This is an optimization exercise on Yosys and OpenROAD, whose aim is small area, not a production implementation. Function was checked by simulation only, so behaviour that the tests miss may differ from the original. Power figures rest on the tool's default switching activity, not on a simulated workload.

branch maple:
==> module avm_read_issuer, before the edit <==
module avm_read_issuer (
  input  logic        clk,
  input  logic        load_i,
  input  logic [31:0] load_addr_i,
  input  logic        active_i,
  input  logic [4:0]  rec_len_i,
  input  logic        rsp_i,
  input  logic        waitrequest_i,
  output logic        read_o,
  output logic [31:0] address_o,
  output logic        rec_done_o
);
  logic [31:0] addr_q;
  logic [4:0]  req_q;
  logic [2:0]  pend_q;
  logic        all_req, accept;
  logic [31:1] addr_c;
  always_comb begin
    addr_c[1] = 1'b1;
    for (int i = 2; i < 32; i++) addr_c[i] = addr_c[i-1] & addr_q[i-1];
  end
  assign all_req    = (req_q == rec_len_i);
  assign read_o     = active_i && !all_req && !pend_q[2];
  assign accept     = read_o && !waitrequest_i;
  assign rec_done_o = rsp_i && all_req && (pend_q == 3'd1);
  always_ff @(posedge clk) begin
    if (load_i) begin
      addr_q <= load_addr_i;
      req_q  <= '0;
      pend_q <= '0;
    end else begin
      if (accept) addr_q[31:1] <= addr_q[31:1] ^ addr_c;
      if (rec_done_o)  req_q <= '0;
      else if (accept) req_q <= req_q + 5'd1;
      if (accept && !rsp_i)      pend_q <= pend_q + 3'd1;
      else if (!accept && rsp_i) pend_q <= pend_q - 3'd1;
    end
  end
  assign address_o = addr_q;
endmodule
clock: 10.0 ns
lec_check: 0
cap_margin: 20
core_margin: 2
core_utilization: 60
slew_margin: 20
buffer_ports_args: -buffer_cell sky130_fd_sc_hd__buf_1
cts_args: -sink_clustering_enable -repair_clock_nets -dont_use_dummy_load -root_buf sky130_fd_sc_hd__clkbuf_16 -buf_list sky130_fd_sc_hd__clkbuf_8 -sink_clustering_size 20 -sink_clustering_max_diameter 50
standard.sh (not shown) runs the stock make flow with config.mk's settings and CLKGATE_MAP_FILE= SYNTH_SCRIPT=/design/flow/synth_recipe.tcl, a recipe that flattens the netlist after the stock synthesis.
==> flow/flow/run.sh <==
#!/bin/bash
# The standard layout (standard.sh) with these changes:
# - synthesis maps logic with an area-oriented ABC script (flow/area.abc); the rest of the
#   synthesis, and so every register, is the standard one;
# - ports get the smallest buffer (buf_1) instead of the one buffer_ports picks by default;
# - CTS uses smaller clock buffers, larger sink clusters and no dummy loads.
set -eo pipefail
here=$(pwd)
cfg="${FLOW_CONFIG:-config.mk}"
cat >> "$cfg" <<'EOF'
export BUFFER_PORTS_ARGS = -buffer_cell sky130_fd_sc_hd__buf_1
export CTS_ARGS = -sink_clustering_enable -repair_clock_nets -dont_use_dummy_load -root_buf sky130_fd_sc_hd__clkbuf_16 -buf_list sky130_fd_sc_hd__clkbuf_8 -sink_clustering_size 20 -sink_clustering_max_diameter 50
EOF
export AREA_ABC_SCRIPT="$here/flow/area.abc"
{ head -n 1 synth_recipe.tcl; cat flow/abc_override.tcl; tail -n +2 synth_recipe.tcl; } > flow_synth.tcl
sed "s#SYNTH_SCRIPT=[^ ]*#SYNTH_SCRIPT=$here/flow_synth.tcl#" standard.sh > flow_standard.sh
grep -q "SYNTH_SCRIPT=$here/flow_synth.tcl" flow_standard.sh
bash flow_standard.sh > standard.log 2>&1
==> flow/flow/abc_override.tcl <==
# Technology mapping with an area-oriented ABC script (flow/area.abc) instead of ORFS's
# speed script; everything else in the synthesis is the standard one.
proc abc {args} {
  set out {}
  for {set i 0} {$i < [llength $args]} {incr i} {
    set a [lindex $args $i]
    if {$a eq "-script"} { incr i; lappend out -script $::env(AREA_ABC_SCRIPT); continue }
    if {$a eq "-D"} { incr i; continue }
    lappend out $a
  }
  yosys abc {*}$out
}
==> flow/flow/area.abc <==
strash
dch -f
amap
topo
Input changes introduced in branch yarrow (baseline for comparison: branch maple):
==> flow/design.v, changed modules only <==
module avm_read_issuer (
  input  logic        clk,
  input  logic        load_i,
  input  logic [31:0] load_addr_i,
  input  logic        active_i,
  input  logic [4:0]  rec_len_i,
  input  logic        rsp_i,
  input  logic        waitrequest_i,
  output logic        read_o,
  output logic [31:0] address_o,
  output logic        rec_done_o
);
  logic [31:0] addr_q;
  logic [4:0]  req_q;
  logic [2:0]  pend_q;
  logic        all_req, accept;
  logic [31:1] addr_c;
  always_comb begin
    addr_c[1] = accept;
    for (int i = 2; i < 32; i++) addr_c[i] = addr_c[i-1] & addr_q[i-1];
  end
  assign all_req    = (req_q == rec_len_i);
  assign read_o     = active_i && !all_req && !pend_q[2];
  assign accept     = read_o && !waitrequest_i;
  assign rec_done_o = rsp_i && all_req && (pend_q == 3'd1);
  always_ff @(posedge clk) begin
    if (load_i) begin
      addr_q <= load_addr_i;
      req_q  <= '0;
      pend_q <= '0;
    end else begin
      addr_q[31:1] <= addr_q[31:1] ^ addr_c;
      if (rec_done_o) req_q <= '0;
      else req_q <= req_q ^ {&req_q[3:0] & accept, &req_q[2:0] & accept, &req_q[1:0] & accept, req_q[0] & accept, accept};
      pend_q <= pend_q + {{2{!accept && rsp_i}}, accept ^ rsp_i};
    end
  end
  assign address_o = addr_q;
endmodule
[summary]
- Sequential share of layout area of branch yarrow is on par with branch maple.
- branch maple and branch yarrow ended up with roughly the same share of final-layout standard cells stronger than drive strength 1.
- branch yarrow finished end to end and its layout was clean on timing, DRC and antenna.
- Compared with branch maple, branch yarrow shows a higher number of detailed-route iterations in the first pass.
- Internal power contribution (lower): branch yarrow
- Compared branch yarrow against branch maple; area added between synthesis and finish within noise.

## afterwards: timing with drivers on the ports
In the flow no input, the clock included, has a driving cell. The finished layouts below were timed again as built, in two steps. Step 1 sets driving cells, clkbuf_16 on the clock port and buf_2 on the other inputs (assumed; they add their load-dependent delay and slew). Step 2 times the ports against the registers' clock, not the clock port: input delays grow and output delays shrink by t, the midpoint of the rising clock arrivals with the driver on. Slacks: ideal / step 1 / step 2; pairs: ideal / step 1.
run	t, ns	setup WS [ns]	worst data-port slew with drivers (ns)
branch maple	0.553	2.709 / 2.709 / 2.709	0.09
branch yarrow	0.549	2.465 / 2.465 / 1.985	0.07
After both steps setup and hold are still met in every run listed. For branch yarrow, which loses most, drivers alone change the setup slack by 0.000 ns; drivers and shift together by -0.480 ns.
